What follows belongs to an exercise in optimizing a design on an open flow for small area; a production flow would make more cautious choices. Where RTL was checked, it was by simulation tests only, not by an equivalence proof against the original. Power figures rest on the tool's default switching activity, not on a simulated workload.

== the previous run ==
==> flow/design.v <==
package okrt_pkg;
    localparam int CAPACITY     = 16;
    localparam int PAYLOAD_BITS = 64;
    localparam int KEY_W        = 32;
    localparam int PORT_PAY_W   = 64;
    localparam int OP_W         = 2;
    localparam int CNT_W        = $clog2(CAPACITY + 1);
    localparam int IDX_W        = $clog2(CAPACITY);
    localparam logic [OP_W-1:0] OP_ADD    = 2'd0;
    localparam logic [OP_W-1:0] OP_LOOKUP = 2'd1;
    localparam logic [OP_W-1:0] OP_DELETE = 2'd2;
    localparam logic [OP_W-1:0] OP_LIST   = 2'd3;
endpackage
module okrt_cell (
    input  logic                              i_clk,
    input  logic                              i_we,
    input  logic                              i_we_n,
    input  logic [okrt_pkg::KEY_W-1:0]        i_bkey,
    input  logic [okrt_pkg::PAYLOAD_BITS-1:0] i_bpay,
    output logic [okrt_pkg::KEY_W-1:0]        o_key,
    output logic [okrt_pkg::PAYLOAD_BITS-1:0] o_pay,
    output logic                              o_eq
);
    logic [okrt_pkg::KEY_W-1:0]        r_key;
    logic [okrt_pkg::PAYLOAD_BITS-1:0] r_pay;
    always_ff @(posedge i_clk) begin
        r_key <= ~((r_key | {okrt_pkg::KEY_W{i_we}})
                 & (i_bkey | {okrt_pkg::KEY_W{i_we_n}}));
        r_pay <= ~((r_pay | {okrt_pkg::PAYLOAD_BITS{i_we}})
                 & (i_bpay | {okrt_pkg::PAYLOAD_BITS{i_we_n}}));
    end
    assign o_key = r_key;
    assign o_pay = r_pay;
    assign o_eq  = (r_key == i_bkey);
endmodule
module ordered_keyed_record_table_top (
    input  logic                            i_clk,
    input  logic                            i_rst_n,
    input  logic                            start,
    output logic                            busy,
    input  logic [okrt_pkg::OP_W-1:0]       i_op,
    input  logic [okrt_pkg::KEY_W-1:0]      i_key,
    input  logic [okrt_pkg::PORT_PAY_W-1:0] i_payload,
    output logic                            o_valid,
    output logic                            o_ok,
    output logic [okrt_pkg::KEY_W-1:0]      o_key_out,
    output logic [okrt_pkg::PORT_PAY_W-1:0] o_payload_out,
    output logic [okrt_pkg::CNT_W-1:0]      o_used_count,
    output logic                            o_full_res,
    output logic                            o_last
);
    localparam int N  = okrt_pkg::CAPACITY;
    localparam int IW = okrt_pkg::IDX_W;
    localparam int CW = okrt_pkg::CNT_W;
    localparam int KW = okrt_pkg::KEY_W;
    localparam int PW = okrt_pkg::PAYLOAD_BITS;
    logic [KW-1:0]  w_key [N];
    logic [PW-1:0]  w_pay [N];
    logic [N-1:0]   w_eq;
    logic [N-1:0]   r_vld;
    logic [N-1:0]   r_free;
    logic [N-1:0]   r_free_n;
    logic [N-1:0]   r_psel;
    logic [N-1:0]   r_ksel;
    logic [IW-1:0]  r_ord [N];
    logic [CW-1:0]  r_count;
    logic [IW-1:0]  r_pos;
    logic           r_busy;
    logic           r_valid;
    logic           r_ok;
    logic           r_last;
    logic           r_phase;
    logic           r_kinv;
    logic           r_pinv;
    logic [KW-1:0]  w_bkey;
    logic [PW-1:0]  w_bpay;
    assign w_bkey = i_key ^ {KW{r_phase}};
    assign w_bpay = i_payload[PW-1:0] ^ {PW{r_phase}};
    genvar g;
    generate
        for (g = 0; g < N; g++) begin : g_slot
            okrt_cell u_cell (
                .i_clk  (i_clk),
                .i_we   (r_free[g]),
                .i_we_n (r_free_n[g]),
                .i_bkey (w_bkey),
                .i_bpay (w_bpay),
                .o_key  (w_key[g]),
                .o_pay  (w_pay[g]),
                .o_eq   (w_eq[g])
            );
        end
    endgenerate
    logic [N-1:0]  w_hit;
    logic          w_found;
    logic          w_acc;
    logic          w_add_ok;
    logic          w_del_ok;
    logic          w_lkp;
    logic          w_list;
    logic          w_seq;
    assign w_hit    = r_vld & w_eq;
    assign w_found  = |w_hit;
    assign w_acc    = start && !r_busy;
    assign w_add_ok = w_acc && (i_op == okrt_pkg::OP_ADD) && !r_count[CW-1] && !w_found;
    assign w_del_ok = w_acc && (i_op == okrt_pkg::OP_DELETE) && w_found;
    assign w_lkp    = w_acc && (i_op == okrt_pkg::OP_LOOKUP);
    assign w_list   = w_acc && (i_op == okrt_pkg::OP_LIST);
    assign w_seq    = r_busy || (w_list && (r_count != '0));
    logic [N-1:0]  n_vld;
    logic [N-1:0]  n_free;
    logic [IW-1:0] w_fidx;
    logic [IW-1:0] w_hidx;
    assign n_vld = i_rst_n ? ((r_vld | (r_free & {N{w_add_ok}})) & ~(w_hit & {N{w_del_ok}}))
                           : '0;
    always_comb begin
        logic seen;
        seen   = 1'b0;
        n_free = '0;
        for (int s = 0; s < N; s++) begin
            n_free[s] = !n_vld[s] && !seen;
            seen      = seen || !n_vld[s];
        end
    end
    always_comb begin
        w_fidx = '0;
        w_hidx = '0;
        for (int s = 0; s < N; s++) begin
            w_fidx = w_fidx | (r_free[s] ? IW'(s) : '0);
            w_hidx = w_hidx | (w_hit[s] ? IW'(s) : '0);
        end
    end
    logic [N-1:0]  w_shift;
    logic [IW-1:0] n_ord [N];
    always_comb begin
        logic seen;
        seen = 1'b0;
        for (int k = 0; k < N; k++) begin
            seen       = seen || (r_ord[k] == w_hidx);
            w_shift[k] = w_del_ok && seen;
        end
    end
    always_comb begin
        for (int k = 0; k < N; k++) begin
            if (w_shift[k])
                n_ord[k] = (k == N - 1) ? '0 : r_ord[(k == N - 1) ? k : k + 1];
            else if (r_count == CW'(k))
                n_ord[k] = w_fidx;
            else
                n_ord[k] = r_ord[k];
        end
    end
    logic [IW-1:0] w_pos;
    logic [IW-1:0] w_sidx;
    logic          w_end;
    logic [N-1:0]  n_ksel;
    assign w_pos  = r_busy ? r_pos : '0;
    assign w_sidx = r_ord[w_pos];
    assign w_end  = ({1'b0, w_pos} + CW'(1)) == r_count;
    always_comb begin
        for (int s = 0; s < N; s++) n_ksel[s] = w_seq && (w_sidx == IW'(s));
    end
    always_ff @(posedge i_clk) begin
        if (!i_rst_n) begin
            r_busy  <= 1'b0;
            r_valid <= 1'b0;
            r_count <= '0;
        end else begin
            r_busy  <= w_seq && !w_end;
            r_valid <= r_busy || w_acc;
            r_count <= r_count + CW'(w_add_ok) - CW'(w_del_ok);
        end
        r_vld    <= n_vld;
        r_free   <= n_free;
        r_free_n <= ~n_free;
        for (int k = 0; k < N; k++) r_ord[k] <= n_ord[k];
        r_pos    <= w_pos + IW'(1);
        r_psel   <= w_hit & {N{w_lkp}};
        r_phase  <= !r_phase;
        r_kinv   <= !r_phase && w_seq;
        r_pinv   <= !r_phase && w_lkp && w_found;
        r_ksel   <= n_ksel;
        r_ok     <= r_busy || w_add_ok || ((w_lkp || (w_acc && (i_op == okrt_pkg::OP_DELETE))) && w_found)
                    || (w_list && (r_count != '0));
        r_last   <= w_seq ? w_end : 1'b1;
    end
    always_comb begin
        o_key_out     = '0;
        o_payload_out = '0;
        for (int s = 0; s < N; s++) begin
            o_key_out     = o_key_out     | (w_key[s] & {KW{r_ksel[s]}});
            o_payload_out = o_payload_out | (w_pay[s] & {PW{r_psel[s]}});
        end
        o_key_out     = o_key_out ^ {KW{r_kinv}};
        o_payload_out = o_payload_out ^ {PW{r_pinv}};
    end
    assign busy         = r_busy;
    assign o_valid      = r_valid;
    assign o_ok         = r_ok;
    assign o_used_count = r_count;
    assign o_full_res   = r_count[CW-1];
    assign o_last       = r_last;
endmodule
clock: 7.0 ns
lec_check: 0
cap_margin: 20
core_margin: 2
core_utilization: 30
cts_buf_list: sky130_fd_sc_hd__clkbuf_8
cts_cluster_diameter: 50
cts_cluster_size: 16
place_density: 0.5
slew_margin: 20
synth_hierarchical: 1
synth_minimum_keep_size: 0
run.sh (not shown) runs the stock make flow with config.mk's settings and CLKGATE_MAP_FILE= SYNTH_SCRIPT=/design/flow/synth_recipe.tcl, a recipe that flattens the netlist after the stock synthesis.
Input-level comparison between the current run and the previous run:
--- a/flow/design.v
+++ b/flow/design.v
@@ -31,8 +31,34 @@
     end
     assign o_key = r_key;
     assign o_pay = r_pay;
     assign o_eq  = (r_key == i_bkey);
+endmodule
+module okrt_aoi3 (
+    input  logic [2:0] i_a,
+    input  logic [2:0] i_b,
+    output logic       o_y
+);
+    assign o_y = ~|(i_a & i_b);
+endmodule
+module okrt_rd16 (
+    input  logic [15:0] i_d,
+    input  logic [15:0] i_sel,
+    output logic        o_y
+);
+    logic [5:0] w_n;
+    genvar g;
+    generate
+        for (g = 0; g < 5; g++) begin : g_aoi
+            okrt_aoi3 u_aoi (
+                .i_a (i_d[3*g +: 3]),
+                .i_b (i_sel[3*g +: 3]),
+                .o_y (w_n[g])
+            );
+        end
+    endgenerate
+    assign w_n[5] = ~(i_d[15] & i_sel[15]);
+    assign o_y    = ~&w_n;
 endmodule
 module ordered_keyed_record_table_top (
     input  logic                            i_clk,
     input  logic                            i_rst_n,
@@ -183,18 +209,29 @@
         r_ok     <= r_busy || w_add_ok || ((w_lkp || (w_acc && (i_op == okrt_pkg::OP_DELETE))) && w_found)
                     || (w_list && (r_count != '0));
         r_last   <= w_seq ? w_end : 1'b1;
     end
-    always_comb begin
-        o_key_out     = '0;
-        o_payload_out = '0;
-        for (int s = 0; s < N; s++) begin
-            o_key_out     = o_key_out     | (w_key[s] & {KW{r_ksel[s]}});
-            o_payload_out = o_payload_out | (w_pay[s] & {PW{r_psel[s]}});
-        end
-        o_key_out     = o_key_out ^ {KW{r_kinv}};
-        o_payload_out = o_payload_out ^ {PW{r_pinv}};
-    end
+    genvar b;
+    generate
+        for (b = 0; b < KW; b++) begin : g_rdk
+            logic [N-1:0] w_col;
+            logic         w_y;
+            for (g = 0; g < N; g++) begin : g_c
+                assign w_col[g] = w_key[g][b];
+            end
+            okrt_rd16 u_rd (.i_d(w_col), .i_sel(r_ksel), .o_y(w_y));
+            assign o_key_out[b] = w_y ^ r_kinv;
+        end
+        for (b = 0; b < PW; b++) begin : g_rdp
+            logic [N-1:0] w_col;
+            logic         w_y;
+            for (g = 0; g < N; g++) begin : g_c
+                assign w_col[g] = w_pay[g][b];
+            end
+            okrt_rd16 u_rd (.i_d(w_col), .i_sel(r_psel), .o_y(w_y));
+            assign o_payload_out[b] = w_y ^ r_pinv;
+        end
+    endgenerate
     assign busy         = r_busy;
     assign o_valid      = r_valid;
     assign o_ok         = r_ok;
     assign o_used_count = r_count;
Results
- Instance count along the most critical hold path across the previous run and the current run: no real change.
- Lower power was reported by the current run, not the previous run.
- The TritonCTS buffer count of the current run exceeds that of the previous run by 6.
- Relative to the previous run, growth of design area from synthesis to finish has increased by 0.54 points in the current run.
- Taking the previous run as the reference point, the initial antenna violation count of the current run rises by 6.
- Compare the previous run and the current run | critical path depth higher: the current run
- First-pass detailed-route iteration total in the current run is 6 above the previous run.
- Summary — met1 usage, the current run relative to the previous run: lower, by 3.0 points.
- Of the previous run and the current run, the run reporting the higher fraction of area in non-clock buffers was the previous run.
- Sort the previous run and the current run by final worst setup slack asc -> top: the previous run
- | total clock network power | the current run vs the previous run | about 0.7% lower |
- The met3 track utilization from global routing of the current run is lower than that of the previous run.


run Y:
Another version of the RTL of ordered_keyed_record_table_top (not shown whole).
Size: roughly 5800 cells after synthesis, ~1700 flip-flops, ~210 I/O pins, ~62000 µm² of cells after synthesis.
==> module ordered_keyed_record_table_top, before the edit <==
module ordered_keyed_record_table_top (
    input  logic                            i_clk,
    input  logic                            i_rst_n,
    input  logic                            start,
    output logic                            busy,
    input  logic [okrt_pkg::OP_W-1:0]       i_op,
    input  logic [okrt_pkg::KEY_W-1:0]      i_key,
    input  logic [okrt_pkg::PORT_PAY_W-1:0] i_payload,
    output logic                            o_valid,
    output logic                            o_ok,
    output logic [okrt_pkg::KEY_W-1:0]      o_key_out,
    output logic [okrt_pkg::PORT_PAY_W-1:0] o_payload_out,
    output logic [okrt_pkg::CNT_W-1:0]      o_used_count,
    output logic                            o_full_res,
    output logic                            o_last
);
    localparam int N  = okrt_pkg::CAPACITY;
    localparam int IW = okrt_pkg::IDX_W;
    localparam int CW = okrt_pkg::CNT_W;
    localparam int KW = okrt_pkg::KEY_W;
    localparam int PW = okrt_pkg::PAYLOAD_BITS;
    logic [KW-1:0]  w_key [N];
    logic [PW-1:0]  w_pay [N];
    logic [N-1:0]   w_eq;
    logic [N-1:0]   r_vld;
    logic [N-1:0]   r_free;
    logic [N-1:0]   r_psel;
    logic [N-1:0]   r_ksel;
    logic [IW-1:0]  r_ord [N];
    logic [CW-1:0]  r_count;
    logic [IW-1:0]  r_pos;
    logic           r_busy;
    logic           r_valid;
    logic           r_ok;
    logic           r_last;
    logic           r_phase;
    logic           r_kinv;
    logic           r_pinv;
    logic [KW-1:0]  w_bkey;
    logic [PW-1:0]  w_bpay;
    assign w_bkey = i_key ^ {KW{r_phase}};
    assign w_bpay = i_payload[PW-1:0] ^ {PW{r_phase}};
    genvar g;
    generate
        for (g = 0; g < N; g++) begin : g_slot
            okrt_cell u_cell (
                .i_clk  (i_clk),
                .i_we   (r_free[g]),
                .i_we_n (!r_free[g]),
                .i_bkey (w_bkey),
                .i_bkey_n (~w_bkey),
                .i_bpay (w_bpay),
                .o_key  (w_key[g]),
                .o_pay  (w_pay[g]),
                .o_eq   (w_eq[g])
            );
        end
    endgenerate
    logic [N-1:0]  w_hit;
    logic          w_found;
    logic          w_acc;
    logic          w_add_ok;
    logic          w_del_ok;
    logic          w_lkp;
    logic          w_list;
    logic          w_seq;
    assign w_hit    = r_vld & w_eq;
    assign w_found  = |w_hit;
    assign w_acc    = start && !r_busy;
    assign w_add_ok = w_acc && (i_op == okrt_pkg::OP_ADD) && !r_count[CW-1] && !w_found;
    assign w_del_ok = w_acc && (i_op == okrt_pkg::OP_DELETE) && w_found;
    assign w_lkp    = w_acc && (i_op == okrt_pkg::OP_LOOKUP);
    assign w_list   = w_acc && (i_op == okrt_pkg::OP_LIST);
    assign w_seq    = r_busy || (w_list && (r_count != '0));
    logic [N-1:0]  n_vld;
    logic [N-1:0]  n_free;
    logic [IW-1:0] w_fidx;
    logic [IW-1:0] w_hidx;
    assign n_vld = i_rst_n ? ((r_vld | (r_free & {N{w_add_ok}})) & ~(w_hit & {N{w_del_ok}}))
                           : '0;
    always_comb begin
        logic seen;
        seen   = 1'b0;
        n_free = '0;
        for (int s = 0; s < N; s++) begin
            n_free[s] = !n_vld[s] && !seen;
            seen      = seen || !n_vld[s];
        end
    end
    always_comb begin
        w_fidx = '0;
        w_hidx = '0;
        for (int s = 0; s < N; s++) begin
            w_fidx = w_fidx | (r_free[s] ? IW'(s) : '0);
            w_hidx = w_hidx | (w_hit[s] ? IW'(s) : '0);
        end
    end
    logic [N-1:0]  w_shift;
    logic [IW-1:0] n_ord [N];
    always_comb begin
        logic seen;
        seen = 1'b0;
        for (int k = 0; k < N; k++) begin
            seen       = seen || (r_ord[k] == w_hidx);
            w_shift[k] = w_del_ok && seen;
        end
    end
    generate
        for (g = 0; g < N; g++) begin : g_ord
            logic [2:0]    w_s;
            logic [IW-1:0] w_nxt;
            assign w_s[0] = w_shift[g];
            assign w_s[1] = !w_shift[g] && (r_count == CW'(g));
            assign w_s[2] = !w_shift[g] && (r_count != CW'(g));
            if (g == N - 1) begin : g_last
                assign w_nxt = '0;
            end else begin : g_mid
                assign w_nxt = r_ord[g+1];
            end
            for (genvar i = 0; i < IW; i++) begin : g_bit
                okrt_sel3 u_sel (
                    .i_d ({r_ord[g][i], w_fidx[i], w_nxt[i]}),
                    .i_s (w_s),
                    .o_y (n_ord[g][i])
                );
            end
        end
    endgenerate
    logic [IW-1:0] w_pos;
    logic [IW-1:0] w_sidx;
    logic          w_end;
    logic [N-1:0]  n_ksel;
    assign w_pos  = r_busy ? r_pos : '0;
    assign w_sidx = r_ord[w_pos];
    assign w_end  = ({1'b0, w_pos} + CW'(1)) == r_count;
    always_comb begin
        for (int s = 0; s < N; s++) n_ksel[s] = w_seq && (w_sidx == IW'(s));
    end
    always_ff @(posedge i_clk) begin
        if (!i_rst_n) begin
            r_phase <= 1'b0;
            r_busy  <= 1'b0;
            r_valid <= 1'b0;
            r_count <= '0;
        end else begin
            r_phase <= !r_phase;
            r_busy  <= w_seq && !w_end;
            r_valid <= r_busy || w_acc;
            r_count <= r_count + CW'(w_add_ok) - CW'(w_del_ok);
        end
        r_vld    <= n_vld;
        r_free   <= n_free;
        for (int k = 0; k < N; k++) r_ord[k] <= n_ord[k];
        r_pos    <= w_pos + IW'(1);
        r_psel   <= w_hit & {N{w_lkp}};
        r_kinv   <= !r_phase && w_seq;
        r_pinv   <= !r_phase && w_lkp && w_found;
        r_ksel   <= n_ksel;
        r_ok     <= r_busy || w_add_ok || ((w_lkp || (w_acc && (i_op == okrt_pkg::OP_DELETE))) && w_found)
                    || (w_list && (r_count != '0));
        r_last   <= w_seq ? w_end : 1'b1;
    end
    genvar b;
    generate
        for (b = 0; b < KW; b++) begin : g_rdk
            logic [N-1:0] w_col;
            logic         w_y;
            for (g = 0; g < N; g++) begin : g_c
                assign w_col[g] = w_key[g][b];
            end
            okrt_rd16 u_rd (.i_d(w_col), .i_sel(r_ksel), .o_y(w_y));
            assign o_key_out[b] = w_y ^ r_kinv;
        end
        for (b = 0; b < PW; b++) begin : g_rdp
            logic [N-1:0] w_col;
            logic         w_y;
            for (g = 0; g < N; g++) begin : g_c
                assign w_col[g] = w_pay[g][b];
            end
            okrt_rd16 u_rd (.i_d(w_col), .i_sel(r_psel), .o_y(w_y));
            assign o_payload_out[b] = w_y ^ r_pinv;
        end
    endgenerate
    assign busy         = r_busy;
    assign o_valid      = r_valid;
    assign o_ok         = r_ok;
    assign o_used_count = r_count;
    assign o_full_res   = r_count[CW-1];
    assign o_last       = r_last;
endmodule
Settings: LEC_CHECK=0, CAP_MARGIN=20, CORE_MARGIN=2, CORE_UTILIZATION=45, CTS_BUF_LIST=sky130_fd_sc_hd__clkbuf_8, CTS_CLUSTER_DIAMETER=50, CTS_CLUSTER_SIZE=16, PLACE_DENSITY=0.6, SLEW_MARGIN=20, SYNTH_HIERARCHICAL=1, SYNTH_MINIMUM_KEEP_SIZE=0; clock period 7.0 ns.
standard.sh (not shown) runs the stock make flow with config.mk's settings and CLKGATE_MAP_FILE= SYNTH_SCRIPT=/design/flow/synth_recipe.tcl, a recipe that flattens the netlist after the stock synthesis.
==> flow/flow/run.sh <==
#!/bin/bash
# Standard layout with two changes: the port buffers are the smallest buffer
# (buf_1) instead of the default delay-cell buffer, and CTS places no dummy loads.
# Every tool's full output stays in orfs/logs; make's own output goes to make.log.
set -euo pipefail
CTS="-sink_clustering_enable -repair_clock_nets -sink_clustering_size 16 -sink_clustering_max_diameter 50 -buf_list sky130_fd_sc_hd__clkbuf_8 -dont_use_dummy_load"
bash standard.sh "BUFFER_PORTS_ARGS=-buffer_cell sky130_fd_sc_hd__buf_1" "CTS_ARGS=$CTS" finish > make.log 2>&1
Run Y: all stages complete, timing, DRC and antenna checks passed
The following lists how run D was set up differently from run Y:
--- a/flow/design.v
+++ b/flow/design.v
@@ -235,12 +235,10 @@
     end
     always_ff @(posedge i_clk) begin
         if (!i_rst_n) begin
-            r_phase <= 1'b0;
             r_busy  <= 1'b0;
             r_valid <= 1'b0;
             r_count <= '0;
         end else begin
-            r_phase <= !r_phase;
             r_busy  <= w_seq && !w_end;
             r_valid <= r_busy || w_acc;
             r_count <= r_count + CW'(w_add_ok) - CW'(w_del_ok);
@@ -250,6 +248,7 @@
         for (int k = 0; k < N; k++) r_ord[k] <= n_ord[k];
         r_pos    <= w_pos + IW'(1);
         r_psel   <= w_hit & {N{w_lkp}};
+        r_phase  <= !r_phase;
         r_kinv   <= !r_phase && w_seq;
         r_pinv   <= !r_phase && w_lkp && w_found;
         r_ksel   <= n_ksel;
Findings:
Wire length | run D below run Y. Summary of run D over run Y: via total after detailed routing lost 523; maximum operating frequency increased by about 0.44% relative to the old numbers; part of the power in registers went up 2.8 points; total CTS buffers went down; final-stage net count grew by 29. Number of inserted diodes: run D higher than run Y. Compared with run Y, in run D global-route total usage across every layer fell 1.3 points; slew at the pin closest to its max-slew limit lower; area of the placeable core did not really move; power -5.3%; portion of the post-synthesis area used by sequential elements has remained practically unchanged. [run D] met3 layer usage reported by global route fell 0.71 points relative to run Y. Run D vs run Y: combinational power down.
Function not checked in run D: the RTL went through the layout flow alone.

-- port drivers added, routing unchanged --
In the flow no input, the clock included, has a driving cell. The finished layouts below were timed again as built, in two steps. Step 1 assumes that a clkbuf_16 drives the clock port and a buf_2 every other input. Step 2, shift: input delay + t, output delay - t, t = (earliest + latest rising clock arrival at the registers) / 2. This alone moves slack from input paths to output paths. Three values: ideal, step 1, step 2; two values: the first two.
| run | t (ns) | slack for setup (ns) | clock arrival spread, ns |
|---|---|---|---|
| the previous run | 1.041 | 0.610 / 0.610 / -0.287 | 0.066 / 0.066 |
| the current run | 1.014 | 1.061 / 1.061 / 0.102 | 0.073 / 0.073 |
| run Y | 0.987 | 0.333 / 0.333 / -0.581 | 0.110 / 0.110 |
| run D | 0.992 | 0.362 / 0.362 / -0.344 | 0.122 / 0.123 |
With both steps, setup timing fails in the previous run, run Y and run D, where it was met with ideal ports. The setup slack of the current run, which loses most, moves by 0.000 ns with the drivers and by -0.959 ns with both steps.
